From an optimization exercise on the open Yosys and OpenROAD flow, aimed at a short achievable clock period and few clock cycles per item; shortcuts taken in it are not production practice.
Only simulation tests tie the RTL to the original design; equivalence was not proved.
Power figures rest on the tool's default switching activity, not on a simulated workload.

File: design.v
`timescale 1ns/10ps
package isa_pkg;
    localparam int INSTR_W = 18;
    localparam int OPCODE_MSB = 17;
    localparam int OPCODE_LSB = 14;
    localparam int R1_LSB = 10;
    localparam int R2_LSB = 6;
    localparam int R3_LSB = 2;
    localparam int IMM_W = 6;          
    localparam int JUMP_TGT_LSB = 4;   
    typedef enum logic [OPCODE_MSB-OPCODE_LSB:0] {
        OP_ADD     = 4'b0000,
        OP_ADDI    = 4'b0001,
        OP_NOR     = 4'b0010,
        OP_CMP     = 4'b0011,
        OP_AND     = 4'b0100,
        OP_ANDI    = 4'b0101,
        OP_NAND    = 4'b0110,
        OP_ILLEGAL = 4'b0111,   
        OP_LD      = 4'b1000,
        OP_ST      = 4'b1001,
        OP_JE      = 4'b1010,   
        OP_JA      = 4'b1011,   
        OP_JB      = 4'b1100,   
        OP_JAE     = 4'b1101,   
        OP_JBE     = 4'b1110,   
        OP_JUMP    = 4'b1111    
    } opcode_e;
endpackage
`timescale 1ns/10ps
package core_pkg;
    localparam int WORD_W = 18;
    localparam int ADDR_W = 10;       
    localparam int REG_ADDR_W = 4;
    localparam int NUM_REGS = 16;
    typedef enum logic [3:0] {
        S_INIT   = 4'd0,
        S_FETCH  = 4'd1,
        S_DECODE = 4'd2,
        S_ALU    = 4'd3,
        S_CMP    = 4'd4,
        S_LD     = 4'd5,
        S_ST     = 4'd6,
        S_JUMP   = 4'd7,
        S_WRITE  = 4'd8
    } state_e;
    typedef enum logic [1:0] {
        ALU_ADD  = 2'b00,
        ALU_NOR  = 2'b01,
        ALU_AND  = 2'b10,
        ALU_NAND = 2'b11
    } alu_op_e;
endpackage
`timescale 1ns/10ps
module cpu_top (
    input  logic        clk,
    input  logic        reset,
    output logic [9:0]  instr_addr,
    input  logic [17:0] instr_data,
    output logic [9:0]  mem_addr,
    output logic [17:0] mem_wdata,
    output logic        mem_we,
    output logic        mem_re,
    input  logic [17:0] mem_rdata
);
    localparam int PD_LD   = 0;
    localparam int PD_ST   = 1;
    localparam int PD_CMP  = 2;
    localparam int PD_BR   = 3;    
    localparam int PD_JMP  = 4;    
    localparam int PD_WR   = 5;    
    localparam int PD_IMM  = 6;
    localparam int PD_ADD  = 7;    
    localparam int PD_NOR  = 8;
    localparam int PD_AND  = 9;    
    localparam int PD_NAND = 10;
    localparam int PD_CM   = 11;   
    localparam int PD_RX   = 15;   
    localparam int PD_RY   = 19;   
    localparam int PD_W    = 23;
    function automatic logic [PD_W-1:0] predecode(input logic [17:0] w);
        logic [PD_W-1:0] p;
        logic [3:0] op;
        logic       cmp, st;
        op = w[17:14];
        cmp = (op == 4'b0011);
        st  = (op == 4'b1001);
        p = '0;
        p[PD_LD]   = (op == 4'b1000);
        p[PD_ST]   = st;
        p[PD_CMP]  = cmp;
        p[PD_BR]   = op[3] && (op[3:1] != 3'b100);
        p[PD_JMP]  = (op == 4'b1111);
        p[PD_WR]   = (op == 4'b0000) || (op == 4'b0001) || (op == 4'b0010) ||
                     (op == 4'b0100) || (op == 4'b0101) || (op == 4'b0110) ||
                     (op == 4'b1000);
        p[PD_IMM]  = (op == 4'b0001) || (op == 4'b0101);
        p[PD_ADD]  = (op == 4'b0000) || (op == 4'b0001);
        p[PD_NOR]  = (op == 4'b0010);
        p[PD_AND]  = (op == 4'b0100) || (op == 4'b0101);
        p[PD_NAND] = (op == 4'b0110);
        case (op)
            4'b1010: p[PD_CM +: 4] = 4'b0100;   
            4'b1011: p[PD_CM +: 4] = 4'b0001;   
            4'b1100: p[PD_CM +: 4] = 4'b0010;   
            4'b1101: p[PD_CM +: 4] = 4'b0101;   
            4'b1110: p[PD_CM +: 4] = 4'b1110;   
            4'b1111: p[PD_CM +: 4] = 4'b1111;   
            default: p[PD_CM +: 4] = 4'b0000;
        endcase
        p[PD_RX +: 4] = (cmp || st) ? w[13:10] : w[9:6];
        p[PD_RY +: 4] = cmp ? w[9:6] : w[5:2];
        predecode = p;
    endfunction
    function automatic logic reads_x(input logic [17:0] w, input logic [3:0] r);
        logic [3:0] op;
        logic       m1, m2;
        op = w[17:14];
        m1 = (w[13:10] == r);
        m2 = (w[9:6] == r);
        reads_x = ((op == 4'b0011) || (op == 4'b1001)) ? m1 :
                  ((op[3] == 1'b0) && (op != 4'b0111)) ? m2 : 1'b0;
    endfunction
    function automatic logic reads_y(input logic [17:0] w, input logic [3:0] r);
        logic [3:0] op;
        logic       m2, m3;
        op = w[17:14];
        m2 = (w[9:6] == r);
        m3 = (w[5:2] == r);
        reads_y = (op == 4'b0011) ? m2 :
                  ((op[3] == 1'b0) && (op[0] == 1'b0)) ? m3 : 1'b0;
    endfunction
    function automatic logic [17:0] ks_add(input logic [17:0] a, input logic [17:0] b);
        logic [17:0] p, g, gg, pp, gn, pn;
        p = a ^ b;
        g = a & b;
        gg = g;
        pp = p;
        for (int l = 0; l < 5; l++) begin
            for (int i = 0; i < 18; i++) begin
                if (i >= (1 << l)) begin
                    gn[i] = gg[i] | (pp[i] & gg[i - (1 << l)]);
                    pn[i] = pp[i] & pp[i - (1 << l)];
                end else begin
                    gn[i] = gg[i];
                    pn[i] = pp[i];
                end
            end
            gg = gn;
            pp = pn;
        end
        ks_add = p ^ {gg[16:0], 1'b0};
    endfunction
    function automatic logic tree_lt(input logic [17:0] a, input logic [17:0] b);
        logic [17:0] lt, eq, ltn, eqn;
        lt = ~a & b;
        eq = ~(a ^ b);
        for (int l = 0; l < 5; l++) begin
            for (int i = 0; i < 18; i++) begin
                if (i >= (1 << l)) begin
                    ltn[i] = lt[i] | (eq[i] & lt[i - (1 << l)]);
                    eqn[i] = eq[i] & eq[i - (1 << l)];
                end else begin
                    ltn[i] = lt[i];
                    eqn[i] = eq[i];
                end
            end
            lt = ltn;
            eq = eqn;
        end
        tree_lt = lt[17];
    endfunction
    logic [PD_W-1:0] pd_in;
    assign pd_in = predecode(instr_data);
    logic [9:0]  ia_q;        
    logic [9:0]  fa_q;        
    logic [9:0]  seqa_q;      
    logic [9:0]  seqa_r;      
    logic [9:0]  pcI_q;       
    logic        vI_q;
    logic        selB_q;      
    logic        bhtp_q;      
    logic        hit_q;       
    logic [9:0]  tgtH_q;      
    logic [9:0]  redir_q;     
    logic [9:0]  redir1_q;    
    logic [9:0]  redir1_r;    
    logic [1:0]  bht [32];
    logic [1:0]  bht_r [32];      
    logic        btb_v [8];
    logic        btb_j [8];       
    logic [6:0]  btb_tag [8];     
    logic [9:0]  btb_tgt [8];
    logic        lp_conf [8];
    logic [2:0]  lp_trip [8];
    logic [2:0]  lp_cnt [8];
    logic [7:0]  lp_exit;         
    logic [17:0] ir_q;
    logic [PD_W-1:0] pd_q;
    logic [9:0]  pcD_q;
    logic        vD_q;
    logic        predD_q;     
    logic        bpD_q;       
    logic        bpbD_q;      
    logic [3:0]  mtD_q;       
    logic        sxl_q, sxw_q;
    logic        syl_q, syw_q, simm_q;
    logic        stall_q;     
    logic [15:0] ohx_q, ohy_q;
    logic        vE_q;
    logic [17:0] opX_q, opY_q;
    logic        e_add_q, e_nor_q, e_and_q, e_ld_q, e_st_q, e_cmp_q, e_wr_q;
    logic [3:0]  e_rd_q;
    logic        mis_q;       
    logic        e_br_q;      
    logic        e_jmp_q;     
    logic        e_back_q;    
    logic [3:0]  e_cm_q;      
    logic [9:0]  e_pc_q;
    logic [9:0]  e_tgt_q;
    logic        z_q, c_q;
    logic [17:0] sum_q;       
    logic [17:0] lres_q;      
    logic        w_add_q;
    logic [17:0] res_w;
    logic        dirS_q;      
    logic        useq_q;      
    logic        w_wr_q;
    logic [3:0]  w_rd_q;
    logic        mem_we_q, mem_re_q;
    logic [9:0]  mem_addr_q;
    logic [17:0] wd_q;        
    logic [17:0] rf [16];
    assign instr_addr = ia_q;
    logic [17:0] sum, lres;
    logic        eq, lt;
    assign sum  = ks_add(opX_q, opY_q);
    assign lres = e_ld_q  ? mem_rdata :
                  e_nor_q ? ~(opX_q | opY_q) :
                  e_and_q ? (opX_q & opY_q) : ~(opX_q & opY_q);
    assign res_w = w_add_q ? sum_q : lres_q;
    assign eq   = ~|(opX_q ^ opY_q);
    assign lt   = tree_lt(opX_q, opY_q);
    logic z_n, c_n;
    assign z_n = (vE_q && e_cmp_q) ? eq : z_q;
    assign c_n = (vE_q && e_cmp_q) ? lt : c_q;
    logic bpbad;
    assign bpbad = vI_q && selB_q && !(pd_in[PD_BR] && instr_data[13:4] == fa_q);
    logic e_tk, e_cbr, e_tbr;
    assign e_tk  = e_cm_q[{z_q, c_q}];
    assign e_cbr = vE_q && e_br_q && !e_jmp_q;
    assign e_tbr = vE_q && e_br_q && e_tk;
    logic mis, dred, stall, dbad;
    assign mis   = mis_q;
    assign dred  = vD_q && predD_q && !bpD_q && !mis;
    assign dbad  = vD_q && bpbD_q && !mis;
    assign stall = stall_q;
    logic taken_n;
    assign taken_n = pd_q[PD_CM + {z_n, c_n}];
    logic vE_n, vD_n;
    assign vE_n = vD_q && !mis && !stall && !dbad;
    assign vD_n = stall ? vD_q : (vI_q && !mis && !dred && !dbad);
    logic mis_f, mis_n;
    assign mis_f = (vE_q && e_cmp_q) ? (eq ? mtD_q[2] : (lt ? mtD_q[1] : mtD_q[0])) :
                                       mtD_q[{z_q, c_q}];
    assign mis_n = vE_n && mis_f;
    logic [PD_W-1:0] pd_n;
    logic [17:0]     ir_n;
    assign ir_n = stall ? ir_q : instr_data;
    assign pd_n = stall ? pd_q : pd_in;
    logic bht_pred;
    assign bht_pred = bhtp_q;
    logic pred_in;
    assign pred_in = pd_in[PD_JMP] || (pd_in[PD_BR] && bht_pred);
    logic stall_n;
    assign stall_n = !stall && !bpbad && vD_n && vE_n &&
                     ((pd_in[PD_LD] && pd_q[PD_ST]) ||
                      (pd_q[PD_ADD] && (reads_x(instr_data, ir_q[13:10]) ||
                                        reads_y(instr_data, ir_q[13:10]))));
    logic dsel_n;
    assign dsel_n = !stall && vD_n && pred_in && !selB_q;
    logic [2:0] bix;
    logic       hitL;
    assign seqa_q   = seqa_r ^ 10'd1;
    always_comb begin
        for (int i = 0; i < 32; i++) bht[i] = bht_r[i] ^ 2'b10;
    end
    assign redir1_q = redir1_r ^ 10'd1;
    assign bix  = seqa_q[2:0];
    logic [7:0] bsel, bmatch;
    logic       bdir;
    always_comb begin
        for (int i = 0; i < 8; i++) begin
            bsel[i]   = (bix == 3'(i));
            bmatch[i] = bsel[i] && btb_v[i] && (btb_tag[i] == seqa_q[9:3]);
        end
    end
    assign bdir = bht[seqa_q[4:0]][1];
    assign hitL = |(bmatch & ({btb_j[7], btb_j[6], btb_j[5], btb_j[4],
                               btb_j[3], btb_j[2], btb_j[1], btb_j[0]} |
                              lpdir | ({8{bdir}} & ~lpconf)));
    logic [7:0] lpconf, lpdir;
    always_comb begin
        for (int i = 0; i < 8; i++) begin
            lp_exit[i] = lp_conf[i] && (lp_cnt[i] == lp_trip[i]);
            lpconf[i]  = lp_conf[i];
            lpdir[i]   = lp_conf[i] && !lp_exit[i];
        end
    end
    logic       lpk, dirS;
    assign lpk  = |(bmatch & lpconf);
    assign dirS = lpk ? |(bmatch & lpdir) : bdir;
    logic [9:0] redir_n, fa_b, fa_n, sq_b, sq_n;
    logic       useq_n;
    assign redir_n = predD_q ? pcD_q + 10'd1 : ir_q[13:4];
    always_comb begin
        if (mis)          fa_b = redir_q;
        else if (dbad)    fa_b = pcD_q;
        else if (hit_q)   fa_b = tgtH_q;
        else              fa_b = seqa_q;
        if (mis)          sq_b = redir1_q;
        else if (dbad)    sq_b = pcD_q + 10'd1;
        else              sq_b = (hit_q ? tgtH_q : seqa_q) + 10'd1;
        if (dsel_n)       fa_n = instr_data[13:4];
        else if (stall_n) fa_n = fa_q;
        else              fa_n = fa_b;
        if (dsel_n)       sq_n = instr_data[13:4] + 10'd1;
        else if (stall_n) sq_n = seqa_q;
        else              sq_n = sq_b;
    end
    assign useq_n = !mis && !dbad && !dsel_n && !stall_n && !hit_q;
    logic [17:0] opX_n, opY_n;
    always_comb begin
        opX_n = ({18{sxl_q}} & lres) | ({18{sxw_q}} & res_w);
        opY_n = ({18{syl_q}} & lres) | ({18{syw_q}} & res_w) |
                ({18{simm_q}} & {12'd0, ir_q[5:0]});
        for (int i = 0; i < 16; i++) begin
            opX_n = opX_n | ({18{ohx_q[i]}} & rf[i]);
            opY_n = opY_n | ({18{ohy_q[i]}} & rf[i]);
        end
    end
    logic e_wr_n;
    assign e_wr_n = vE_n && pd_q[PD_WR];
    logic fxe_n, fye_n, fxw_n, fyw_n;
    assign fxe_n = e_wr_n && reads_x(ir_n, ir_q[13:10]);
    assign fye_n = e_wr_n && reads_y(ir_n, ir_q[13:10]);
    assign fxw_n = e_wr_q && reads_x(ir_n, e_rd_q);
    assign fyw_n = e_wr_q && reads_y(ir_n, e_rd_q);
    always_ff @(posedge clk or posedge reset) begin
        if (reset) begin
            ia_q     <= '0;
            fa_q     <= 10'h3ff;
            seqa_r   <= '0;
            pcI_q    <= '0;
            vI_q     <= 1'b0;
            selB_q   <= 1'b0;
            bhtp_q   <= 1'b0;
            hit_q    <= 1'b0;
            tgtH_q   <= '0;
            redir_q  <= '0;
            redir1_r <= '0;
            ir_q     <= '0;
            pd_q     <= '0;
            pcD_q    <= '0;
            vD_q     <= 1'b0;
            predD_q  <= 1'b0;
            mtD_q    <= '0;
            bpD_q    <= 1'b0;
            bpbD_q   <= 1'b0;
            sxl_q    <= 1'b0;
            sxw_q    <= 1'b0;
            stall_q  <= 1'b0;
            syl_q    <= 1'b0;
            syw_q    <= 1'b0;
            simm_q   <= 1'b0;
            ohx_q    <= '0;
            ohy_q    <= '0;
            vE_q     <= 1'b0;
            opX_q    <= '0;
            opY_q    <= '0;
            e_add_q  <= 1'b0;
            e_nor_q  <= 1'b0;
            e_and_q  <= 1'b0;
            e_ld_q   <= 1'b0;
            e_st_q   <= 1'b0;
            e_cmp_q  <= 1'b0;
            e_wr_q   <= 1'b0;
            e_rd_q   <= '0;
            mis_q    <= 1'b0;
            e_br_q   <= 1'b0;
            e_back_q <= 1'b0;
            e_jmp_q  <= 1'b0;
            e_cm_q   <= '0;
            e_pc_q   <= '0;
            e_tgt_q  <= '0;
            z_q      <= 1'b0;
            c_q      <= 1'b0;
            sum_q    <= '0;
            lres_q   <= '0;
            w_add_q  <= 1'b0;
            dirS_q   <= 1'b0;
            useq_q   <= 1'b0;
            w_wr_q   <= 1'b0;
            w_rd_q   <= '0;
            mem_we_q <= 1'b0;
            mem_re_q <= 1'b0;
            mem_addr_q <= '0;
            wd_q       <= '0;
        end else begin
            ia_q   <= fa_n;
            fa_q   <= fa_n;
            seqa_r <= sq_n ^ 10'd1;
            pcI_q  <= ia_q;
            bhtp_q <= useq_q ? dirS_q : bht[fa_q[4:0]][1];
            dirS_q <= dirS;
            useq_q <= useq_n;
            vI_q   <= stall ? vI_q : (!mis && !dbad);
            selB_q <= !mis && !dbad && !dsel_n && !stall_n && hit_q;
            hit_q  <= useq_n && hitL;
            tgtH_q <= btb_tgt[bix];
            redir_q <= redir_n;
            redir1_r <= (redir_n + 10'd1) ^ 10'd1;
            if (!stall) begin
                ir_q    <= instr_data;
                pd_q    <= pd_in;
                pcD_q   <= pcI_q;
                predD_q <= pred_in || selB_q;
                bpD_q   <= selB_q;
                bpbD_q  <= bpbad;
                mtD_q   <= {4{pd_in[PD_BR]}} & (pd_in[PD_CM +: 4] ^ {4{pred_in || selB_q}});
            end
            vD_q  <= vD_n;
            sxl_q  <= fxe_n;
            sxw_q  <= fxw_n && !fxe_n;
            syl_q  <= fye_n;
            syw_q  <= fyw_n && !fye_n;
            stall_q <= stall_n;
            simm_q <= pd_n[PD_IMM];
            for (int i = 0; i < 16; i++) begin
                ohx_q[i] <= (pd_n[PD_RX +: 4] == 4'(i)) && !fxe_n && !fxw_n;
                ohy_q[i] <= (pd_n[PD_RY +: 4] == 4'(i)) && !fye_n && !fyw_n && !pd_n[PD_IMM];
            end
            vE_q    <= vE_n;
            opX_q   <= opX_n;
            opY_q   <= opY_n;
            e_add_q <= pd_q[PD_ADD];
            e_nor_q <= pd_q[PD_NOR];
            e_and_q <= pd_q[PD_AND];
            e_ld_q  <= pd_q[PD_LD];
            e_st_q  <= pd_q[PD_ST];
            e_cmp_q <= pd_q[PD_CMP];
            e_wr_q  <= e_wr_n;
            e_rd_q  <= ir_q[13:10];
            mis_q   <= mis_n;
            e_br_q  <= pd_q[PD_BR];
            e_back_q <= ir_q[13:4] <= pcD_q;
            e_jmp_q <= pd_q[PD_JMP];
            e_cm_q  <= pd_q[PD_CM +: 4];
            e_pc_q  <= pcD_q;
            e_tgt_q <= ir_q[13:4];
            z_q     <= z_n;
            c_q     <= c_n;
            sum_q  <= sum;
            lres_q <= lres;
            w_add_q <= e_add_q;
            w_wr_q <= e_wr_q;
            w_rd_q <= e_rd_q;
            mem_we_q   <= vE_n && pd_q[PD_ST];
            mem_re_q   <= vD_n && pd_n[PD_LD] && !mis_n && !stall_n && !(bpbad && !stall);
            mem_addr_q <= ((vE_n && pd_q[PD_ST]) || stall) ? ir_q[9:0] : instr_data[9:0];
            if (pd_q[PD_ST]) wd_q <= opX_n;
        end
    end
    always_ff @(posedge clk or posedge reset) begin
        if (reset) begin
            for (int i = 0; i < 32; i++) bht_r[i] <= 2'b00;   
        end else begin
            for (int i = 0; i < 32; i++) begin
                if (e_cbr && e_pc_q[4:0] == 5'(i)) begin
                    if (e_tk) bht_r[i] <= {~(bht[i][1] | bht[i][0]), bht[i][1] | ~bht[i][0]};
                    else      bht_r[i] <= {~(bht[i][1] & bht[i][0]), bht[i][1] & ~bht[i][0]};
                end
            end
        end
    end
    always_ff @(posedge clk or posedge reset) begin
        if (reset) begin
            for (int i = 0; i < 8; i++) begin
                btb_v[i]   <= 1'b0;
                btb_j[i]   <= 1'b0;
                btb_tag[i] <= '0;
                btb_tgt[i] <= '0;
                lp_conf[i] <= 1'b0;
                lp_trip[i] <= '0;
                lp_cnt[i]  <= '0;
            end
        end else begin
            for (int i = 0; i < 8; i++) begin
                if (e_pc_q[2:0] == 3'(i)) begin
                    if (e_tbr) begin
                        btb_v[i]   <= 1'b1;
                        btb_j[i]   <= e_jmp_q;
                        btb_tag[i] <= e_pc_q[9:3];
                        btb_tgt[i] <= e_tgt_q;
                    end
                    if (btb_v[i] && btb_tag[i] == e_pc_q[9:3]) begin
                        if (e_cbr && e_back_q) begin
                            if (e_tk) begin
                                if (lp_cnt[i] == 3'd7) lp_conf[i] <= 1'b0;
                                else lp_cnt[i] <= lp_cnt[i] + 3'd1;
                            end else begin
                                lp_trip[i] <= lp_cnt[i];
                                lp_cnt[i]  <= '0;
                                lp_conf[i] <= (lp_cnt[i] != 3'd7);
                            end
                        end
                    end else if (e_tbr) begin
                        lp_conf[i] <= 1'b0;
                        lp_trip[i] <= '0;
                        lp_cnt[i]  <= 3'd1;
                    end
                end
                if (dbad && !(e_tbr && e_pc_q[2:0] == 3'(i)) && pcD_q[2:0] == 3'(i)) begin
                    btb_v[i] <= 1'b0;
                end
            end
        end
    end
    always_ff @(posedge clk or posedge reset) begin
        if (reset) begin
            for (int i = 0; i < 16; i++) rf[i] <= '0;
        end else if (w_wr_q) begin
            rf[w_rd_q] <= res_w;
        end
    end
    assign mem_we    = mem_we_q;
    assign mem_re    = mem_re_q;
    assign mem_addr  = mem_addr_q;
    assign mem_wdata = wd_q;
endmodule
File: run.sh
#!/bin/bash
# synth_recipe.tcl (not shown) runs the flow's synth.tcl, then flattens the netlist and writes it again
# the make line also repeats each setting of config.mk as NAME=value (left out here)
make -C /OpenROAD-flow-scripts/flow DESIGN_CONFIG=/design/flow/config.mk WORK_HOME=/design/flow/orfs CLKGATE_MAP_FILE= SYNTH_SCRIPT=/design/flow/synth_recipe.tcl finish
File: config.mk
export PLATFORM = sky130hd
export DESIGN_NAME = cpu_top
export DESIGN_NICKNAME = cpu_top
export VERILOG_FILES = /design/flow/design.v
export SDC_FILE = /design/flow/constraint.sdc
export NUM_CORES = 4
export LEC_CHECK = 0
export CAP_MARGIN = 20
export CORE_MARGIN = 2
export CORE_UTILIZATION = 55
export GPL_TIMING_DRIVEN = 1
export SETUP_SLACK_MARGIN = 3.4
export SLEW_MARGIN = 20
File: constraint.sdc
create_clock -name core_clock -period 6.0 [get_ports {clk}]
set_input_delay 1.2000 -clock core_clock [delete_from_list [all_inputs] [get_ports {clk}]]
set_output_delay 1.2000 -clock core_clock [all_outputs]
set_load 0.01 [all_outputs]
==> run notes, run 1 <==
status=no timing/DRC/antenna violations; hold_sp=e_add_q; Worst-path clk slew=0.06 ns; CP Cell Sequence=mux2i_1, nand2_1, o21ai_4, buf_4, nor2_2, nand2_2, mux2_2; Max-Cap Viols=0; DP Area=0.04482 mm^2; Post-DRT Antenna Nets=0; worst hold path type=reg -> reg; commonest non-fill, non-tap cell in the layout=dfrtp_1; fin area=0.04895 mm^2; CTS Root Cell=clkbuf_16; Top FF cell, synth=dfrtp_1; post-synth cell types=86; CP Launch Point=z_q; Synth async-reset ratio=100.0%; Mapped Cells=4188; DR iter-0 viols=3603; final hold vios=0; # setup viols final=0; Clk Latency, worst-skew pair=0.67 ns; CTS Buffer Depth=3; drt total wl=145100 um; wire per inst=27.32 um; Startpoint Class=flop; unrepaired setup endpoints after global routing=true; Initial Util=55.53%; commonest cells after routing, fill and taps aside=dfrtp_1, nor2_1, nand2_1; Avg Vias per Cell=6.496; Nets=4320; total track usage=35.98%; Critical Path AT=3.23 ns; Max VDD drop=0.3398 mV; number of synthesized flops with an enable pin=0; YS warnings=11; Worst-Margin Slew=1.221 ns; gpl congestion=0.9669; max-slew violation count=0; CP max stage cell=nand2_2; clock sink count=875; mean post-synth cell area=10.25 um^2; Die H=283.4 um; initial antenna violation count=1; number of global-route vias before repair=34441; Non-Filler Instances=5311; global-route wire length before repair=218300 um; PwrDens=487.3 mW/mm^2; Mapped Nets=4316; Die X-Extent=283.4 um; Inst Count DP=5092; drt first pass iters=8; Layout Utilization=63.30%; fin crit period=2.701 ns; DRC=0; HPWL after detailed placement=90630 um; Mapped Area=0.04294 mm^2; FP Rows=102; CORE AREA=0.07734 mm^2; layout cells sized above 1=17.17%; IO Pins=78; Max Fclk=370.3 MHz; area grow syn2layout=13.99%; Worst R2R Start=z_q; die footprint=0.08033 mm^2; Seq cells post-synth=875; largest net degree at the start of global routing=162; H-tree depth=3; CP endpoint kind=flop; register area share after synthesis=51.02%; CP Max Fanout=19; TritonCTS clock tree=done; leakage=0.02133 uW; Vias=34499; CTS Buf Count=95; Setup CP Type=reg -> reg; critical path data required time=6.53 ns; total global routing overflow=0; Fin Clk Skew=0.02510 ns; relative slew slack=18.61%; Final Cycle Share=45.01%; slowest stage delay, CP=0.55 ns; number of buffers added on ports=77
-- report_power, final --
| part | total (uW) | internal [uW] | switching (uW) |
|---|---|---|---|
| registers | 10300 | 8010 | 2280 |
| clock network | 5900 | 3380 | 2510 |
| logic | 7670 | 3210 | 4460 |
| total | 23900 | 14600 | 9250 |
-- metal layers --
metal / wire length, um / vias to the layer above / GRT usage (%)
met5: 25 / - / 0
met4: 10210 / 2 / 21.72
met3: 11510 / 523 / 6.777
met2: 68500 / 1731 / 58.41
met1: 54880 / 17146 / 44.91
li1: - / 15097 / -
-- kinds of logic after synthesis --
family                   share of synthesized area [%]
adder cells (fa/ha/maj)                          2.640
AND/OR/NAND/NOR                                  11.22
AO/OA/AOI/OAI                                    18.50
multiplexers                                     7.669
XOR/XNOR                                         5.017
buffers and inverters                            3.936
flip-flops                                       51.02
-- critical path, delay by kind of cell, from the launching register on --
| kind | cells | cell delay [ns] |
|---|---|---|
| compound gates | 1 | 0.07 |
| mux | 2 | 0.59 |
| buf+inv | 1 | 0.26 |
| flops | 1 | 0.44 |
| simple gates | 3 | 1.19 |
-- repair_timing --
item	CTS	global route
pin swaps	26	17
setup endpoints to repair	228	360
gates resized for setup	187	91
setup buffers	26	12
hold buffers	0	0
cloned	4	1
-- path summary, 6_finish.rpt --
kind | slack [ns] | to | cells past startpoint
min | 0.35 | w_add_q | 0
min in group asynchronous | 1.03 | rf[10][7] | 2
max in group asynchronous | 3.45 | ia_q[2] | 3
max | 3.30 | btb_tag[0][4] | 7
min reg2reg | 0.35 | w_add_q | 0
max reg2reg | 3.30 | btb_tag[0][4] | 7
-- registers in the layout (all words and copies together), names as in the netlist, 16 cells and up, named ones only --
signal	cells
rf	288
btb_tgt	80
bht_r	64
btb_tag	56
lp_cnt	24
lp_trip	24
pd_q	22
ir_q	18
lres_q	18
opX_q	18
opY_q	18
sum_q	18
wd_q	18
ohx_q	16
ohy_q	16
-- cells in the mapped netlist, types with 8 or more instances --
library cell | n | area, um^2
a211o_1 | 19 | 166.4
a211oi_1 | 22 | 165.2
a21o_1 | 15 | 112.6
a21oi_1 | 317 | 1587
a221o_1 | 12 | 120.1
a221oi_1 | 103 | 902.1
a222oi_1 | 10 | 100.1
a22o_1 | 142 | 1244
a22oi_1 | 112 | 840.8
a31oi_1 | 31 | 193.9
and2_1 | 13 | 81.33
and3_1 | 12 | 75.07
buf_1 | 31 | 116.4
buf_2 | 60 | 300.3
clkbuf_1 | 200 | 750.7
dfrtp_1 | 865 | 21650
dfstp_2 | 10 | 262.8
ha_1 | 89 | 1114
inv_1 | 112 | 420.4
mux2_2 | 221 | 2489
mux2i_1 | 70 | 700.7
nand2_1 | 329 | 1235
nand2_2 | 8 | 50.05
nand2b_1 | 17 | 106.4
nand3_1 | 66 | 330.3
nand3b_1 | 10 | 75.07
nand4_1 | 75 | 469.2
nor2_1 | 362 | 1359
nor2b_1 | 23 | 143.9
nor3_1 | 71 | 355.3
nor3b_1 | 9 | 67.56
nor4_1 | 17 | 106.4
o2111ai_1 | 10 | 87.58
o21a_1 | 10 | 75.07
o21ai_0 | 304 | 1521
o22a_1 | 8 | 70.07
o22ai_1 | 19 | 118.9
o31ai_1 | 10 | 75.07
or3_1 | 16 | 100.1
xnor2_1 | 141 | 1235
xor2_1 | 105 | 919.6
-- area by class of cell --
type | instances | area [um^2]
well taps | 1040 | 1301
flip-flops and latches | 875 | 21950
repair buffers | 208 | 1947
clock inverters | 46 | 451.7
multi-input cells | 2898 | 20170
fillers | 6222 | 28390
clock buffers | 128 | 2693
diodes | 2 | 5.005
inverters | 114 | 435.4
-- stage by stage --
| step | setup WS (ns) | power [uW] | hold WS, ns | TNS [ns] |
|---|---|---|---|---|
| floorplan | -7.222 | 14600 | 0.3312 | -6284.59 |
| global placement | 1.741 | 17110 | 0.3396 | 0 |
| detailed placement | 1.663 | 17410 | 0.3418 | 0 |
| CTS | 3.368 | 23630 | 0.3556 | 0 |
| global route | 3.190 | 25080 | 0.3630 | 0 |
| finish | 3.299 | 23860 | 0.3510 | 0 |
Testbench counts, summed over its fixed seeds: cycles 93,623, instrs 84,944.
==> inputs of run 2 (changes only) <==
--- a/design.v
+++ b/design.v
@@ -180,6 +180,7 @@
     logic        vI_q;
     logic        selB_q;      
     logic        bhtp_q;      
+    logic        hitL_q;      
     logic        hit_q;       
     logic [9:0]  tgtH_q;      
     logic [9:0]  redir_q;     
@@ -329,6 +330,7 @@
         else              sq_n = sq_b;
     end
     assign useq_n = !mis && !dbad && !dsel_n && !stall_n && !hit_q;
+    assign hit_q  = hitL_q && useq_q;
     logic [17:0] opX_n, opY_n;
     always_comb begin
         opX_n = ({18{sxl_q}} & lres) | ({18{sxw_q}} & res_w);
@@ -355,7 +357,7 @@
             vI_q     <= 1'b0;
             selB_q   <= 1'b0;
             bhtp_q   <= 1'b0;
-            hit_q    <= 1'b0;
+            hitL_q   <= 1'b0;
             tgtH_q   <= '0;
             redir_q  <= '0;
             redir1_r <= '0;
@@ -416,7 +418,7 @@
             useq_q <= useq_n;
             vI_q   <= stall ? vI_q : (!mis && !dbad);
             selB_q <= !mis && !dbad && !dsel_n && !stall_n && hit_q;
-            hit_q  <= useq_n && hitL;
+            hitL_q <= hitL;
             tgtH_q <= btb_tgt[bix];
             redir_q <= redir_n;
             redir1_r <= (redir_n + 10'd1) ^ 10'd1;
==> run notes, run 2 <==
TritonCTS clock tree=done (unchanged); Area contributors post-synth=dfrtp_1, mux2_2, a21oi_1 (unchanged); IO Pins=78 (unchanged); Tot Pwr=24630 uW (was 23860 uW); Worst-Margin Slew=1.035 ns (was 1.221 ns); most frequent cell after synthesis=dfrtp_1 (unchanged); Final Cycle Share=43.43% (was 45.01%); Largest register FFs=288 (unchanged); Inst Count DP=5085 (was 5092); # setup viols final=0 (unchanged); number of buffers added on ports=77 (unchanged); Setup CP Type=in -> reg (was reg -> reg); CORE AREA=0.07747 mm^2 (was 0.07734 mm^2); Seq cells post-synth=875 (unchanged); total global routing overflow=0 (unchanged); Max VDD drop=0.3501 mV (was 0.3398 mV); Initial Util=55.56% (was 55.53%); Fin Clk Skew=0.02806 ns (was 0.02510 ns); register area share after synthesis=50.90% (was 51.02%); Max-Cap Viols=0 (unchanged); Vias=34783 (was 34499); HPWL after detailed placement=91130 um (was 90630 um); commonest cells after routing, fill and taps aside=dfrtp_1, nor2_1, nand2_1 (unchanged); Post-DRT Antenna Nets=0 (unchanged); Critical Path AT=3.18 ns (was 3.23 ns); Non-Filler Instances=5323 (was 5311); Largest regs=rf x288, btb_tgt x80, bht_r x64 (unchanged); unrepaired setup endpoints after global routing=true (unchanged); layout cells sized above 1=18.33% (was 17.17%); Nets=4335 (was 4320); die footprint=0.08051 mm^2 (was 0.08033 mm^2); gpl congestion=0.9394 (was 0.9669); Fin Hold WS=0.3483 ns (was 0.3510 ns); number of global-route vias before repair=35047 (was 34441); Mapped Area=0.04304 mm^2 (was 0.04294 mm^2); Mapped Cells=4170 (was 4188); CP Max Fanout=6 (was 19); Synth top area share=50.29% (was 50.40%); CTS Buffer Depth=3 (unchanged); total track usage=36.47% (was 35.98%); DRC=0 (unchanged); Fill cells=6172 (was 6222); post-synth cell types=90 (was 86); relative slew slack=30.78% (was 18.61%); commonest non-fill, non-tap cell in the layout=dfrtp_1 (unchanged); max-slew violation count=0 (unchanged); Synth async-reset ratio=100.0% (unchanged); drt first pass iters=6 (was 8); leakage=0.02166 uW (was 0.02133 uW); most flop-heavy register=rf (unchanged); largest net degree at the start of global routing=162 (unchanged); global-route wire length before repair=221600 um (was 218300 um); clock sink count=875 (unchanged); PwrDens=496.5 mW/mm^2 (was 487.3 mW/mm^2); Top FF cell, synth=dfrtp_1 (unchanged); dpl ws=1.229 ns (was 1.663 ns); worst hold path type=reg -> reg (unchanged); H-tree depth=3 (unchanged); area grow syn2layout=15.23% (was 13.99%); Seq. cell area=0.02197 mm^2 (was 0.02195 mm^2); CP endpoint kind=flop (unchanged); initial antenna violation count=1 (unchanged); critical path data required time=6.58 ns (was 6.53 ns); Die H=283.8 um (was 283.4 um); FP Rows=102 (unchanged); mean post-synth cell area=10.32 um^2 (was 10.25 um^2); Avg Vias per Cell=6.534 (was 6.496); Commonest cells post-synth=dfrtp_1, nor2_1, nand2_1 (unchanged); wire per inst=27.89 um (was 27.32 um); number of synthesized flops with an enable pin=0 (unchanged); Die X-Extent=283.8 um (was 283.4 um); Max Fclk=383.7 MHz (was 370.3 MHz); Setup WS post-layout=3.394 ns (was 3.299 ns); cell taking the most area after synthesis=dfrtp_1 (unchanged); status=no timing/DRC/antenna violations (unchanged); final hold vios=0 (unchanged); Worst-path clk slew=0.06 ns (about the same); Mapped Nets=4298 (was 4316); CTS Buf Count=94 (was 95); YS warnings=11 (unchanged); CTS Hold Bufs=0 (unchanged); fin crit period=2.606 ns (was 2.701 ns); area of the multi-input gates=0.02027 mm^2 (was 0.02017 mm^2); CTS Root Cell=clkbuf_16 (unchanged); DR iter-0 viols=3713 (was 3603); Startpoint Class=primary input (was flop); Clk Latency, worst-skew pair=0.67 ns (about the same); drt total wl=148500 um (was 145100 um)
-- run 2: cell types whose count changed after synthesis, moves of 10 or more --
cell and change:
a22oi_1 +11, a221oi_1 -13, o21ai_1 +14, clkbuf_1 -11
o21ai_0 -17, buf_1 -10, a21oi_1 -13, buf_4 +10
a22o_1 -15
-- run 2: per-layer routing --
metal / vias up / global-route usage, % / wire length [um]
met5: - / 0 / 13
met2: 1905 / 59.72 / 70660
met3: 516 / 7.500 / 12700
met1: 17243 / 44.39 / 54950
li1: 15117 / - / -
met4: 2 / 22.46 / 10130
-- run 2: through the flow --
step | utilization (%) | TNS, ns | instance area, um^2
3_5_place_dp | 57.90 | 0 | 44860
2_1_floorplan | - | -6284.59 | 43230
5_1_grt | 64.02 | 0 | 49600
6_report | 64.03 | 0 | 49600
3_3_place_gp | 57.88 | 0 | 44840
4_1_cts | 63.19 | 0 | 48950
-- run 2: critical path, stage by stage --
cell and delay, ns:
buf_4 0.16, xor2_1 0.26, nor4_4 0.08, a211o_1 0.33
a32oi_2 0.25, nor3_4 0.10, buf_12 0.14, buf_12 0.13
or4_4 0.42, nand3_2 0.10
-- run 2: kinds of logic after synthesis --
logic type	share of synthesized area (%)
XOR/XNOR	5.006
buffers and inverters	4.008
multiplexers	7.854
flip-flops	50.90
AO/OA/AOI/OAI	18.23
adder cells (fa/ha/maj)	2.634
AND/OR/NAND/NOR	11.37
-- run 2: where the power goes --
part           internal (uW)  switching (uW)  leakage (uW)
logic                   3390            4670       0.00922
registers               8070            2290        0.0108
clock network           3730            2480       0.00161
-- run 2: final timing paths --
kind	start	endpoint	slack, ns	cells past startpoint
setup reg to reg	opY_q[1]	mis_q	3.41	11
max in group asynchronous	reset	rf[13][9]	3.81	5
min in group asynchronous	reset	rf[13][10]	1.09	3
hold reg to reg	e_add_q	w_add_q	0.35	0
setup / recovery	instr_data[13]	ia_q[9]	3.39	10
hold / removal	e_add_q	w_add_q	0.35	0
-- run 2: layout make-up --
| class | instances | share of cell area [%] |
|---|---|---|
| sequential | 875 | 44.30 |
| multi-input combinational | 2887 | 40.88 |
| clock buffer | 131 | 5.497 |
| timing repair buffer | 237 | 4.710 |
| tap | 1040 | 2.624 |
| clock inverter | 40 | 1.135 |
| inverter | 111 | 0.8476 |
| timing repair inverter | 1 | 0.01009 |
| antenna | 1 | 0.005045 |
-- run 2: timing repair --
action                     4_1_cts  5_1_grt
resized for setup              220      130
pin swaps                       26       24
gates cloned                     4        2
setup buffers                   41       18
setup endpoints to repair      195      430
Testbench counts of run 2, summed over its fixed seeds: cycles 93,623, instrs 84,944.
==> inputs of run 3 (changes only) <==
--- a/config.mk
+++ b/config.mk
@@ -7,7 +7,7 @@
 export LEC_CHECK = 0
 export CAP_MARGIN = 20
 export CORE_MARGIN = 2
-export CORE_UTILIZATION = 55
+export CORE_UTILIZATION = 50
 export GPL_TIMING_DRIVEN = 1
-export SETUP_SLACK_MARGIN = 3.4
+export SETUP_SLACK_MARGIN = 3.5
 export SLEW_MARGIN = 20
==> run notes, run 3 <==
# setup viols final=0 (unchanged); TritonCTS clock tree=done (unchanged); CP Cell Sequence=buf_6 (was buf_4, xor2_1, nor4_4, a211o_1, a32oi_2, nor3_4, buf_12, buf_12, or4_4, nand3_2); CP Launch Point=ia_q[4] (was instr_data[13]); switching portion of total power=38.15% (was 38.32%); relative slew slack=31.08% (was 30.78%); Commonest cells post-synth=dfrtp_1, nor2_1, nand2_1 (unchanged); Mapped Nets=4298 (unchanged); Fin Hold WS=0.3536 ns (was 0.3483 ns); status=no timing/DRC/antenna violations (unchanged); Layout Utilization=58.87% (was 64.03%); Critical path buffers and inverters=1 (was 3); cell taking the most area after synthesis=dfrtp_1 (unchanged); drt first pass iters=8 (was 6); PwrDens=492.9 mW/mm^2 (was 496.5 mW/mm^2); Max Fclk=399.8 MHz (was 383.7 MHz); Synth async-reset ratio=100.0% (unchanged); Area contributors post-synth=dfrtp_1, mux2_2, a21oi_1 (unchanged); HPWL after detailed placement=88680 um (was 91130 um); Nets=4373 (was 4335); Fin Clk Skew=0.01931 ns (was 0.02806 ns); final hold vios=0 (unchanged); number of buffers added on ports=77 (unchanged); Top FF cell, synth=dfrtp_1 (unchanged); unrepaired setup endpoints after global routing=true (unchanged); Max-Cap Viols=0 (unchanged); Die X-Extent=297.4 um (was 283.8 um); hold_sp=e_add_q (unchanged); die footprint=0.08845 mm^2 (was 0.08051 mm^2); most frequent cell after synthesis=dfrtp_1 (unchanged); area grow syn2layout=16.64% (was 15.23%); slowest stage delay, CP=0.47 ns (was 0.42 ns); DR iter-0 viols=3502 (was 3713); register area share after synthesis=50.90% (unchanged); DRC=0 (unchanged); CTS Root Cell=clkbuf_16 (unchanged); fin crit period=2.501 ns (was 2.606 ns); cell family with most CP delay=flip-flops (was simple AND/OR/NAND/NOR gates); CTS Buf Count=96 (was 94); Largest register FFs=288 (unchanged); layout cells sized above 1=19.85% (was 18.33%); wire per inst=26.49 um (was 27.89 um); Setup CP Type=reg -> out (was in -> reg); Worst R2R Start=opY_q[1] (unchanged); most flop-heavy register=rf (unchanged); H-tree depth=3 (unchanged); Reg power frac=41.6% (was 42.1%); Vias=33983 (was 34783); YS warnings=11 (unchanged); CTS Hold Bufs=0 (unchanged); total track usage=31.87% (was 36.47%); Worst-path clk slew=0.06 ns (about the same); Seq cells post-synth=875 (unchanged); Die H=297.4 um (was 283.8 um); CP max stage cell=dfrtp_2 (was or4_4); Largest regs=rf x288, btb_tgt x80, bht_r x64 (unchanged); CP Max Fanout=2 (was 6); critical path data required time=4.80 ns (was 6.58 ns); Setup WS post-layout=3.499 ns (was 3.394 ns); initial antenna violation count=0 (was 1); Worst-Margin Slew=1.034 ns (was 1.035 ns); CORE AREA=0.08528 mm^2 (was 0.07747 mm^2); CTS Buffer Depth=3 (unchanged); Synth top area share=50.29% (unchanged); drt total wl=144800 um (was 148500 um); total inserted antenna cells=0 (was 1); largest net degree at the start of global routing=176 (was 162); Startpoint Class=flop (was primary input); Mapped Cells=4170 (unchanged); worst hold path type=reg -> reg (unchanged); internal power=15310 uW (was 15190 uW); leakage=0.02196 uW (was 0.02166 uW); IO Pins=78 (unchanged); area of the multi-input gates=0.02041 mm^2 (was 0.02027 mm^2); Mapped Area=0.04304 mm^2 (unchanged); proportion of power drawn by the clock network=24.7% (was 25.2%); Seq. cell area=0.02197 mm^2 (about the same); Clk Latency, worst-skew pair=0.68 ns (was 0.67 ns); max-slew violation count=0 (unchanged); Final Cycle Share=41.68% (was 43.43%); commonest cells after routing, fill and taps aside=dfrtp_1, nor2_1, nand2_1 (unchanged); Post-DRT Antenna Nets=0 (unchanged); Max VDD drop=0.3575 mV (was 0.3501 mV); post-synth cell types=90 (unchanged); dpl ws=1.739 ns (was 1.229 ns); gpl congestion=0.8905 (was 0.9394); mean post-synth cell area=10.32 um^2 (unchanged); Critical Path AT=1.30 ns (was 3.18 ns); global-route wire length before repair=213600 um (was 221600 um); sw power=9440 uW (was 9438 uW); CP endpoint kind=output pin (was flop); Initial Util=50.47% (was 55.56%); Fill cells=7205 (was 6172); number of synthesized flops with an enable pin=0 (unchanged); combinational share of power=33.7% (was 32.7%); Avg Vias per Cell=6.217 (was 6.534); FP Rows=107 (was 102); number of global-route vias before repair=32955 (was 35047); commonest non-fill, non-tap cell in the layout=dfrtp_1 (unchanged); total global routing overflow=0 (unchanged); clock sink count=875 (unchanged)
[run 3: layer usage]
layer	vias up	share of wire, %	global-route usage, %
li1	15218	-	-
met1	16881	40	41.31
met2	1466	47	51.29
met3	418	7.0	5.273
met4	0	6.1	17.27
met5	-	0	0
[run 3: area by class of cell]
| cell class | count | area share (%) |
|---|---|---|
| sequential | 875 | 43.77 |
| clock buffer | 136 | 5.570 |
| inverter | 111 | 0.8374 |
| clock inverter | 39 | 0.9221 |
| timing repair buffer | 275 | 5.396 |
| multi-input combinational | 2886 | 40.66 |
| tap | 1144 | 2.851 |
[run 3: power groups by stage]
stage,logic [uW],registers [uW],clock network (uW)
2_1_floorplan,5440,9350,0
3_3_place_gp,7160,10300,0
3_5_place_dp,7300,10300,0
4_1_cts,7840,10200,6200
5_1_grt,9030,10500,6440
6_report,8340,10300,6120
[run 3: kinds of logic (layout without fill, tap and decap cells)]
logic type,count (synthesis),in the layout,synth area share (%)
AO/OA/AOI/OAI,1195,1195,18.23
XOR/XNOR,246,246,5.006
adder cells (fa/ha/maj),90,90,2.634
buffers and inverters,409,561,4.008
flip-flops,875,875,50.90
multiplexers,300,300,7.854
AND/OR/NAND/NOR,1055,1055,11.37
[run 3: repair_timing]
action	in CTS	in global routing
hold endpoints to repair	0	0
setup endpoints to repair	426	488
resized for setup	365	119
pin swaps	21	34
buffers inserted	44	53
cloned	4	5
[run 3: worst paths after layout]
check,end,slack (ns),cells past startpoint
max,instr_addr[4],3.50,1
min,w_add_q,0.35,0
max reg2reg,mem_re_q,3.50,11
min reg2reg,w_add_q,0.35,0
max in group asynchronous,bht_r[10][1],3.67,4
min in group asynchronous,rf[0][10],0.83,2
[run 3: per-stage QoR]
stage	TNS, ns	power [uW]	std cells	cell area (um^2)
2_1_floorplan	-6284.59	14780	4170	43310
3_3_place_gp	0	17420	5184	44970
3_5_place_dp	0	17590	5184	44970
4_1_cts	0	24240	5407	49110
5_1_grt	0	25980	5466	50210
6_report	0	24750	5466	50210
==> inputs of run 4 (changes only) <==
--- a/config.mk
+++ b/config.mk
@@ -7,7 +7,7 @@
 export LEC_CHECK = 0
 export CAP_MARGIN = 20
 export CORE_MARGIN = 2
-export CORE_UTILIZATION = 50
+export CORE_UTILIZATION = 45
 export GPL_TIMING_DRIVEN = 1
 export SETUP_SLACK_MARGIN = 3.5
 export SLEW_MARGIN = 20
==> run notes, run 4 <==
status=no timing/DRC/antenna violations (unchanged); Post-Synth XOR/XNOR Area=5.006% (unchanged); Layout Utilization=52.62% (was 58.87%); Inst Count DP=5309 (was 5184); Reg2Reg Capture Point=btb_tag[3][1] (was mem_re_q); Post-DRT Antenna Nets=0 (unchanged); critical path data required time=6.64 ns (was 4.80 ns); Area contributors post-synth=dfrtp_1, mux2_2, a21oi_1 (unchanged); Synth Area in Adders=2.634% (unchanged); PwrDens=494.8 mW/mm^2 (was 492.9 mW/mm^2); cell taking the most area after synthesis=dfrtp_1 (unchanged); Reg power frac=41.5% (was 41.6%); Compound-Gate Fraction of Synth Area=18.23% (unchanged); drt total wl=142300 um (was 144800 um); Startpoint Class=primary input (was flop); area of the multi-input gates=0.02028 mm^2 (was 0.02041 mm^2); Synth async-reset ratio=100.0% (unchanged); Initial Util=45.37% (was 50.47%); internal power=15360 uW (was 15310 uW); Fin Hold WS=0.3752 ns (was 0.3536 ns); wire per inst=25.55 um (was 26.49 um); CORE AREA=0.09487 mm^2 (was 0.08528 mm^2); Worst R2R Start=z_q (was opY_q[1]); unrepaired setup endpoints after global routing=true (unchanged); DR iter-0 viols=3516 (was 3502); hold_sp=e_add_q (unchanged); Seq cells post-synth=875 (unchanged); YS warnings=11 (unchanged); DP Area=0.04515 mm^2 (was 0.04497 mm^2); most frequent cell after synthesis=dfrtp_1 (unchanged); CP endpoint kind=flop (was output pin); Hold Path Stages=0 (unchanged); worst hold path type=reg -> reg (unchanged); register area share after synthesis=50.90% (unchanged); Max Fclk=396.1 MHz (was 399.8 MHz); commonest cells after routing, fill and taps aside=dfrtp_1, nor2_1, nand2_1 (unchanged); Non-Filler Instances=5570 (was 5466); Mapped Nets=4298 (unchanged); number of global-route vias before repair=33411 (was 32955); CTS Hold Bufs=0 (unchanged); layout cells sized above 1=19.93% (was 19.85%); max-slew violation count=0 (unchanged); Largest register FFs=288 (unchanged); DRC=0 (unchanged); total track usage=28.72% (was 31.87%); most flop-heavy register=rf (unchanged); Vias=33785 (was 33983); Die X-Extent=313.3 um (was 297.4 um); Top FF cell, synth=dfrtp_1 (unchanged); Worst-Margin Slew=1.094 ns (was 1.034 ns); total inserted antenna cells=0 (unchanged); number of buffers added on ports=77 (unchanged); commonest non-fill, non-tap cell in the layout=dfrtp_1 (unchanged); CP Max Fanout=10 (was 2); leakage=0.02173 uW (was 0.02196 uW); CTS Buffer Depth=3 (unchanged); Critical Path AT=3.17 ns (was 1.30 ns); clock sink count=875 (unchanged); Synth top area share=50.29% (unchanged); # setup viols final=0 (unchanged); Setup CP Type=in -> reg (was reg -> out); largest net degree at the start of global routing=151 (was 176); total global routing overflow=0 (unchanged); global-route wire length before repair=213300 um (was 213600 um); switching portion of total power=37.81% (was 38.15%); die footprint=0.09814 mm^2 (was 0.08845 mm^2); area grow syn2layout=15.98% (was 16.64%); gpl congestion=0.9011 (was 0.8905); Die H=313.3 um (was 297.4 um); TritonCTS clock tree=done (unchanged); WHS Endpoint=w_add_q (unchanged); Commonest cells post-synth=dfrtp_1, nor2_1, nand2_1 (unchanged); CTS Buf Count=98 (was 96); CTS Root Cell=clkbuf_16 (unchanged); Max-Cap Viols=0 (unchanged); initial antenna violation count=0 (unchanged); Mapped Cells=4170 (unchanged); sw power=9342 uW (was 9440 uW); final hold vios=0 (unchanged); HPWL after detailed placement=87520 um (was 88680 um); simple-gate area share of the yosys netlist=11.37% (unchanged); Worst-path clk slew=0.07 ns (was 0.06 ns); IO Pins=78 (unchanged); Fill cells=8318 (was 7205); combinational share of power=32.6% (was 33.7%); largest family of logic cells by synthesized area=compound AO/OA/AOI/OAI gates (unchanged); proportion of power drawn by the clock network=25.8% (was 24.7%); post-synth cell types=90 (unchanged); fin area=0.04992 mm^2 (was 0.05021 mm^2); Nets=4351 (was 4373); mean post-synth cell area=10.32 um^2 (unchanged); FP Rows=113 (was 107); Seq. cell area=0.02199 mm^2 (was 0.02197 mm^2); number of synthesized flops with an enable pin=0 (unchanged); Final Cycle Share=42.08% (was 41.68%); H-tree depth=3 (unchanged); Largest regs=rf x288, btb_tgt x80, bht_r x64 (unchanged); Mapped Area=0.04304 mm^2 (unchanged); relative slew slack=25.64% (was 31.08%); Max VDD drop=0.3128 mV (was 0.3575 mV); fin crit period=2.525 ns (was 2.501 ns); Fin Clk Skew=0.03060 ns (was 0.01931 ns); Avg Vias per Cell=6.066 (was 6.217); Worst R2R Path Depth=5 (was 11); multiplexer area fraction after synthesis=7.854% (unchanged); R2R Setup Slk=3.50 ns (about the same); Clk Latency, worst-skew pair=0.70 ns (was 0.68 ns); drt first pass iters=8 (unchanged)
[run 4: cell counts after synthesis]
No cell type changed its count.
[run 4: cell families (layout without fill, tap and decap cells)]
| group | Yosys count | after routing |
|---|---|---|
| AOI/OAI and AO/OA | 1195 | 1195 |
| and+or+nand+nor | 1055 | 1056 |
| DFF | 875 | 875 |
| buffers and inverters | 409 | 543 |
| muxes | 300 | 300 |
| xor gates and xnor gates | 246 | 246 |
| adders and majority gates | 90 | 90 |
[run 4: repair_timing]
item	in CTS	in global routing
gates resized for setup	356	111
buffers inserted	32	41
pin swaps	18	34
cloned	3	2
endpoints found under the setup margin	272	204
[run 4: layout make-up]
cell class | count | area share (%)
inverter | 111 | 0.8496
clock inverter | 47 | 1.160
tap | 1265 | 3.170
sequential | 875 | 44.04
timing repair buffer | 250 | 4.446
multi-input combinational | 2887 | 40.61
clock buffer | 135 | 5.717
[run 4: worst max-delay path by stage]
| stage | to | slack, ns | startpoint |
|---|---|---|---|
| 2_1_floorplan | asynchronous set/reset pin | -7.22 | reset |
| 3_3_place_gp | ia_q[1] | 1.75 | instr_data[15] |
| 3_5_place_dp | ia_q[4] | 1.71 | instr_data[15] |
| 4_1_cts | instr_addr[4] | 3.44 | ia_q[4] |
| 5_1_grt | ia_q[9] | 3.44 | instr_data[7] |
| 6_report | ia_q[3] | 3.48 | instr_data[7] |
[run 4: per-stage QoR]
stage                     setup TNS (ns)  setup slack (ns)  total power [uW]
after floorplan                 -6284.59            -7.222             14780
after detailed placement               0             1.713             17520
after global routing                   0             3.435             25980
after global placement                 0             1.750             17340
after CTS                              0             3.444             24300
final                                  0             3.475             24700
[run 4: metal layers]
| metal | global-route usage [%] | wire length (um) |
|---|---|---|
| met1 | 37.72 | 58040 |
| met3 | 4.956 | 10130 |
| met4 | 14.20 | 7977 |
| met5 | 0 | 0 |
| met2 | 46.08 | 66160 |
[run 4: critical path, stage by stage]
cell and delay [ns]:
buf_2 0.29, xor2_1 0.19, nor3_1 0.07, a211o_1 0.25
a32oi_2 0.27, nor3_4 0.12, buf_6 0.14, buf_12 0.12
or4_4 0.41, nand3_2 0.09
[run 4: power by group through the flow]
stage / combinational [uW] / sequential, uW / clock [uW]
2_1_floorplan: 5440 / 9350 / 0
3_3_place_gp: 7080 / 10300 / 0
4_1_cts: 7620 / 10200 / 6480
6_report: 8060 / 10300 / 6380
5_1_grt: 8790 / 10500 / 6690
3_5_place_dp: 7230 / 10300 / 0
==> inputs of run 5 (changes only) <==
--- a/config.mk
+++ b/config.mk
@@ -7,7 +7,8 @@
 export LEC_CHECK = 0
 export CAP_MARGIN = 20
 export CORE_MARGIN = 2
-export CORE_UTILIZATION = 45
+export CORE_UTILIZATION = 50
 export GPL_TIMING_DRIVEN = 1
+export PLACE_DENSITY_LB_ADDON = 0.1
 export SETUP_SLACK_MARGIN = 3.5
 export SLEW_MARGIN = 20
==> run notes, run 5 <==
switching portion of total power=37.82% (was 37.81%); clock sink count=875 (unchanged); Seq cells post-synth=875 (unchanged); Mapped Cells=4170 (unchanged); Fill cells=7261 (was 8318); Initial Util=50.47% (was 45.37%); status=no timing/DRC/antenna violations (unchanged); initial antenna violation count=0 (unchanged); Setup CP Type=reg -> reg (was in -> reg); Nets=4329 (was 4351); most frequent cell after synthesis=dfrtp_1 (unchanged); Max VDD drop=0.4036 mV (was 0.3128 mV); number of global-route vias before repair=33281 (was 33411); leakage=0.02163 uW (was 0.02173 uW); Worst R2R Path Depth=11 (was 5); met2 WL=67470 um (was 66160 um); CORE AREA=0.08528 mm^2 (was 0.09487 mm^2); combinational share of power=32.4% (was 32.6%); most flop-heavy register=rf (unchanged); post-synth cell types=90 (unchanged); Vias=33734 (was 33785); CTS Hold Bufs=0 (unchanged); CTS Buffer Depth=3 (unchanged); Final Cycle Share=41.97% (was 42.08%); proportion of power drawn by the clock network=26.1% (was 25.8%); Reg power frac=41.5% (about the same); layout cells sized above 1=18.90% (was 19.93%); wire per inst=26.44 um (was 25.55 um); area grow syn2layout=15.34% (was 15.98%); Worst-Margin Slew=1.123 ns (was 1.094 ns); total inserted antenna cells=0 (unchanged); Hold Path Stages=0 (unchanged); fin crit period=2.518 ns (was 2.525 ns); number of synthesized flops with an enable pin=0 (unchanged); worst hold path type=reg -> reg (unchanged); commonest cells after routing, fill and taps aside=dfrtp_1, nor2_1, nand2_1 (unchanged); highest metal used=met4 (unchanged); H-tree depth=3 (unchanged); CP Max Fanout=3 (was 10); relative slew slack=24.92% (was 25.64%); Max Fclk=397.1 MHz (was 396.1 MHz); Top FF cell, synth=dfrtp_1 (unchanged); critical path data required time=6.57 ns (was 6.64 ns); gpl congestion=0.9023 (was 0.9011); drt first pass iters=6 (was 8); Synth top area share=50.29% (unchanged); Worst-path clk slew=0.06 ns (was 0.07 ns); # setup viols final=0 (unchanged); IO Pins=78 (unchanged); Fin Clk Skew=0.02758 ns (was 0.03060 ns); Area contributors post-synth=dfrtp_1, mux2_2, a21oi_1 (unchanged); register area share after synthesis=50.90% (unchanged); largest net degree at the start of global routing=156 (was 151); drt total wl=143500 um (was 142300 um); total global routing overflow=0 (unchanged); metal3 WL=11000 um (was 10130 um); Layout Utilization=58.21% (was 52.62%); Largest register FFs=288 (unchanged); cell taking the most area after synthesis=dfrtp_1 (unchanged); internal power=15430 uW (was 15360 uW); mean post-synth cell area=10.32 um^2 (unchanged); FP Rows=107 (was 113); global-route wire length before repair=215200 um (was 213300 um); commonest non-fill, non-tap cell in the layout=dfrtp_1 (unchanged); met1 wire length=56680 um (was 58040 um); max-slew violation count=0 (unchanged); Max-Cap Viols=0 (unchanged); Die X-Extent=297.4 um (was 313.3 um); Mapped Area=0.04304 mm^2 (unchanged); Post-DRT Antenna Nets=0 (unchanged); HPWL after detailed placement=88840 um (was 87520 um); total track usage=32.17% (was 28.72%); final hold vios=0 (unchanged); Clk Latency, worst-skew pair=0.67 ns (was 0.70 ns); CTS Buf Count=97 (was 98); PwrDens=499.9 mW/mm^2 (was 494.8 mW/mm^2); unrepaired setup endpoints after global routing=true (unchanged); CP endpoint kind=flop (unchanged); Critical Path AT=3.09 ns (was 3.17 ns); TritonCTS clock tree=done (unchanged); sw power=9387 uW (was 9342 uW); Mapped Nets=4298 (unchanged); die footprint=0.08845 mm^2 (was 0.09814 mm^2); Synth async-reset ratio=100.0% (unchanged); DR iter-0 viols=3399 (was 3516); CTS Root Cell=clkbuf_16 (unchanged); Avg Vias per Cell=6.214 (was 6.066); Fin Hold WS=0.3539 ns (was 0.3752 ns); number of buffers added on ports=77 (unchanged); DRC=0 (unchanged); R2R Setup Slk=3.48 ns (was 3.50 ns); Die H=297.4 um (was 313.3 um); Largest regs=rf x288, btb_tgt x80, bht_r x64 (unchanged); Tot Pwr=24820 uW (was 24700 uW); YS warnings=11 (unchanged); Commonest cells post-synth=dfrtp_1, nor2_1, nand2_1 (unchanged); Startpoint Class=flop (was primary input)
-- run 5: final timing paths --
path,end,from
worst max register to register,sum_q[16],opY_q[0]
max in group asynchronous,predD_q,reset
min in group asynchronous,rf[15][10],reset
worst max-delay path,sum_q[16],opY_q[0]
worst min-delay path,w_add_q,e_add_q
worst min register to register,w_add_q,e_add_q
-- run 5: metal layers --
layer	vias to the layer above	global-route usage, %
li1	15145	-
met1	16742	41.23
met2	1471	51.90
met3	376	6.449
met4	0	16.51
met5	-	0
-- run 5: per-stage QoR --
stage | instance area, um^2 | instances | TNS, ns | setup slack (ns)
after detailed placement | 45010 | 5183 | 0 | 1.861
after CTS | 49040 | 5406 | 0 | 3.326
final | 49650 | 5429 | 0 | 3.482
after floorplan | 43310 | 4170 | -6284.59 | -7.222
after global placement | 44980 | 5182 | 0 | 1.881
after global routing | 49650 | 5429 | 0 | 3.322
-- run 5: repair_timing --
action,CTS,global route
cloned,1,1
pin swaps,16,19
setup buffers,39,20
setup endpoints to repair,403,163
gates resized for setup,311,109
-- run 5: area by class of cell --
cell class,count,area [um^2],share of cell area (%)
Sequential cell,875,21980,44.27
Timing Repair Buffer,229,2027,4.083
Inverter,111,420.4,0.8468
Clock buffer,142,2919,5.880
Clock inverter,41,594.3,1.197
Multi-Input combinational cell,2887,20270,40.84
Tap cell,1144,1431,2.883
-- run 5: logic make-up after synthesis --
group / after synthesis / synth area share [%]
buf+inv: 409 / 4.008
compound gates: 1195 / 18.23
flops: 875 / 50.90
fa+ha+maj: 90 / 2.634
mux: 300 / 7.854
xor+xnor: 246 / 5.006
simple gates: 1055 / 11.37
-- run 5: power by group through the flow --
stage / clock, uW / combinational, uW / sequential (uW)
2_1_floorplan: 0 / 5440 / 9350
3_3_place_gp: 0 / 7090 / 10300
3_5_place_dp: 0 / 7230 / 10300
4_1_cts: 6560 / 7650 / 10200
5_1_grt: 6810 / 8760 / 10500
6_report: 6470 / 8050 / 10300
-- run 5: critical path: stages, from the launching register on --
cell and delay (ns):
dfrtp_1 0.43, ha_4 0.18, inv_2 0.05, fa_2 0.19, nor2b_1 0.05, o21ai_1 0.18, a21oi_2 0.11, o21ai_2 0.17
o21ai_2 0.09, o41ai_2 0.36, or4b_1 0.47, o211ai_1 0.14
==> inputs of run 6 (changes only) <==
--- a/config.mk
+++ b/config.mk
@@ -8,7 +8,8 @@
 export CAP_MARGIN = 20
 export CORE_MARGIN = 2
 export CORE_UTILIZATION = 50
+export CTS_CLUSTER_DIAMETER = 60
+export CTS_CLUSTER_SIZE = 24
 export GPL_TIMING_DRIVEN = 1
-export PLACE_DENSITY_LB_ADDON = 0.1
 export SETUP_SLACK_MARGIN = 3.5
 export SLEW_MARGIN = 20
==> run notes, run 6 <==
DR iter-0 viols=3440 (was 3399); critical path data required time=6.61 ns (was 6.57 ns); drt first pass iters=5 (was 6); Tot Pwr=24020 uW (was 24820 uW); CORE AREA=0.08528 mm^2 (unchanged); worst setup path endpoint=mem_re_q (was sum_q[16]); total track usage=31.72% (was 32.17%); HPWL after detailed placement=88680 um (was 88840 um); Synth top area share=50.29% (unchanged); area grow syn2layout=15.17% (was 15.34%); commonest non-fill, non-tap cell in the layout=dfrtp_1 (unchanged); status=no timing/DRC/antenna violations (unchanged); PwrDens=484.5 mW/mm^2 (was 499.9 mW/mm^2); Reg power frac=42.7% (was 41.5%); largest net degree at the start of global routing=176 (was 156); Synth async-reset ratio=100.0% (unchanged); sw power=9566 uW (was 9387 uW); wire per inst=26.60 um (was 26.44 um); Critical Path AT=3.13 ns (was 3.09 ns); Seq cells post-synth=875 (unchanged); Worst-Margin Slew=1.103 ns (was 1.123 ns); total global routing overflow=0 (unchanged); drt total wl=144100 um (was 143500 um); CP Max Fanout=2 (was 3); CP endpoint kind=flop (unchanged); clock sink count=875 (unchanged); Top FF cell, synth=dfrtp_1 (unchanged); gpl congestion=0.8905 (was 0.9023); most flop-heavy register=rf (unchanged); DRC=0 (unchanged); max-slew violation count=0 (unchanged); YS warnings=11 (unchanged); Startpoint Class=flop (unchanged); worst hold path type=reg -> reg (unchanged); Setup CP Type=reg -> reg (unchanged); CP Launch Point=opY_q[0] (unchanged); number of buffers added on ports=77 (unchanged); IO Pins=78 (unchanged); # setup viols final=0 (unchanged); Avg Vias per Cell=6.229 (was 6.214); Setup WS post-layout=3.482 ns (about the same); final hold vios=0 (unchanged); most frequent cell after synthesis=dfrtp_1 (unchanged); relative slew slack=26.48% (was 24.92%); Area contributors post-synth=dfrtp_1, mux2_2, a21oi_1 (unchanged); Vias=33754 (was 33734); Max Fclk=397.2 MHz (was 397.1 MHz); register area share after synthesis=50.90% (unchanged); FP Rows=107 (unchanged); die footprint=0.08845 mm^2 (unchanged); CTS Buf Count=75 (was 97); Clk Latency, worst-skew pair=0.66 ns (was 0.67 ns); Initial Util=50.47% (unchanged); combinational share of power=34.5% (was 32.4%); post-synth cell types=90 (unchanged); Mapped Nets=4298 (unchanged); internal power=14450 uW (was 15430 uW); Max VDD drop=0.3643 mV (was 0.4036 mV); Fin Hold WS=0.3554 ns (was 0.3539 ns); Fin Clk Skew=0.03648 ns (was 0.02758 ns); Commonest cells post-synth=dfrtp_1, nor2_1, nand2_1 (unchanged); Die X-Extent=297.4 um (unchanged); R2R Setup Slk=3.48 ns (about the same); mean post-synth cell area=10.32 um^2 (unchanged); dpl ws=1.739 ns (was 1.861 ns); Reg2Reg Capture Point=mem_re_q (was sum_q[16]); unrepaired setup endpoints after global routing=true (unchanged); global-route wire length before repair=212600 um (was 215200 um); leakage=0.02163 uW (about the same); Die H=297.4 um (unchanged); fin crit period=2.518 ns (about the same); switching portion of total power=39.83% (was 37.82%); CTS Root Cell=clkbuf_16 (unchanged); commonest cells after routing, fill and taps aside=dfrtp_1, nor2_1, nand2_1 (unchanged); Worst R2R Path Depth=11 (unchanged); H-tree depth=3 (unchanged); Mapped Cells=4170 (unchanged); cell taking the most area after synthesis=dfrtp_1 (unchanged); initial antenna violation count=0 (unchanged); layout cells sized above 1=19.35% (was 18.90%); Largest regs=rf x288, btb_tgt x80, bht_r x64 (unchanged); CTS Buffer Depth=3 (unchanged); Post-DRT Antenna Nets=0 (unchanged); Mapped Area=0.04304 mm^2 (unchanged); number of synthesized flops with an enable pin=0 (unchanged); Largest register FFs=288 (unchanged); proportion of power drawn by the clock network=22.7% (was 26.1%); TritonCTS clock tree=done (unchanged); number of global-route vias before repair=32738 (was 33281); Max-Cap Viols=0 (unchanged); Nets=4343 (was 4329); Worst-path clk slew=0.09 ns (was 0.06 ns); Final Cycle Share=41.96% (was 41.97%); Worst R2R Start=opY_q[0] (unchanged)
run 6: cell counts after synthesis:
No cell type changed its count.
run 6: cell type report:
cell class                 instances  area (um^2)
clock inverter                    52        696.9
clock buffer                      84         2068
fill                            7246        35710
tap                             1144         1431
inverter                         111        420.4
multi-input combinational       2886        20380
antenna                            1        2.502
sequential                       875        21970
timing repair buffer             266         2606
run 6: what timing repair did:
| item | in CTS | in global routing |
|---|---|---|
| hold buffers | 0 | 0 |
| pin swaps | 22 | 30 |
| cloned | 3 | 5 |
| setup buffers | 49 | 40 |
| endpoints found under the setup margin | 430 | 380 |
| gates resized for setup | 329 | 135 |
run 6: kinds of logic after synthesis:
family,after synthesis,synth area share (%)
compound gates,1195,18.23
xor+xnor,246,5.006
fa+ha+maj,90,2.634
buf+inv,409,4.008
flops,875,50.90
mux,300,7.854
simple gates,1055,11.37
run 6: worst min path at each step:
stage,start,endpoint,slack [ns],cells after the start
6_report,e_add_q,w_add_q,0.36,0
3_3_place_gp,e_add_q,w_add_q,0.34,0
5_1_grt,e_add_q,w_add_q,0.37,0
4_1_cts,e_add_q,w_add_q,0.36,0
3_5_place_dp,e_add_q,w_add_q,0.34,0
2_1_floorplan,e_add_q,w_add_q,0.33,0
run 6: metrics by stage:
step | std cells | utilization, % | TNS, ns | area, um^2
after global routing | 5418 | 58.13 | 0 | 49570
final | 5419 | 58.13 | 0 | 49570
after global placement | 5184 | 52.73 | 0 | 44970
after detailed placement | 5184 | 52.73 | 0 | 44970
after CTS | 5372 | 56.99 | 0 | 48600
after floorplan | 4170 | - | -6284.59 | 43310
run 6: worst max-delay path, stage by stage (launching register included):
cell and delay [ns]:
dfrtp_1 0.41, buf_6 0.13, ha_4 0.14, nor2b_1 0.13
o21bai_1 0.22, a21oi_2 0.08, o41ai_2 0.37, nand4_1 0.16
buf_6 0.17, mux2_4 0.30, mux2i_4 0.20, o211a_1 0.16
run 6: power groups by stage:
stage	combinational, uW	sequential [uW]	clock [uW]
global route	8980	10500	5760
finish	8300	10300	5460
floorplan	5440	9350	0
CTS	7870	10200	5550
detailed placement	7300	10300	0
global placement	7160	10300	0
run 6: routing by layer:
metal,global-route usage (%),share of wire [%],wire length (um),vias up
li1,-,-,-,15139
met2,51.21,47,67620,1461
met3,5.142,7.2,10400,364
met5,0,0,0,-
met1,41.14,40,57570,16790
met4,16.97,5.9,8545,0

-- re-timing with driven ports --
In the flow no input, the clock included, has a driving cell. The finished layouts below were timed again as built, in two steps.
Step 1: set_driving_cell puts a clkbuf_16 on clk and a buf_2 on each other input, an assumption about the parent block.
Step 2, shift: input delay + t, output delay - t, t = (earliest + latest rising clock arrival at the registers) / 2. This alone moves slack from input paths to output paths.
Slacks: no drivers / after step 1 / after step 2; pairs: no drivers / after step 1.
| run | t, ns | slack for setup (ns) | cell pins on the clock port's net |
|---|---|---|---|
| run 1 | 0.724 | 3.299 / 3.299 / 2.764 | 1 |
| run 2 | 0.721 | 3.394 / 3.369 / 2.705 | 1 |
| run 3 | 0.742 | 3.499 / 3.427 / 2.725 | 1 |
| run 4 | 0.762 | 3.475 / 3.417 / 2.714 | 1 |
| run 5 | 0.730 | 3.482 / 3.449 / 2.835 | 1 |
| run 6 | 0.720 | 3.482 / 3.426 / 2.823 | 1 |
After both steps every run listed still meets setup and hold. For run 3, which loses most, drivers alone change the setup slack by -0.072 ns; drivers and shift together by -0.774 ns. The worst setup slack also covers recovery checks on asynchronous resets.
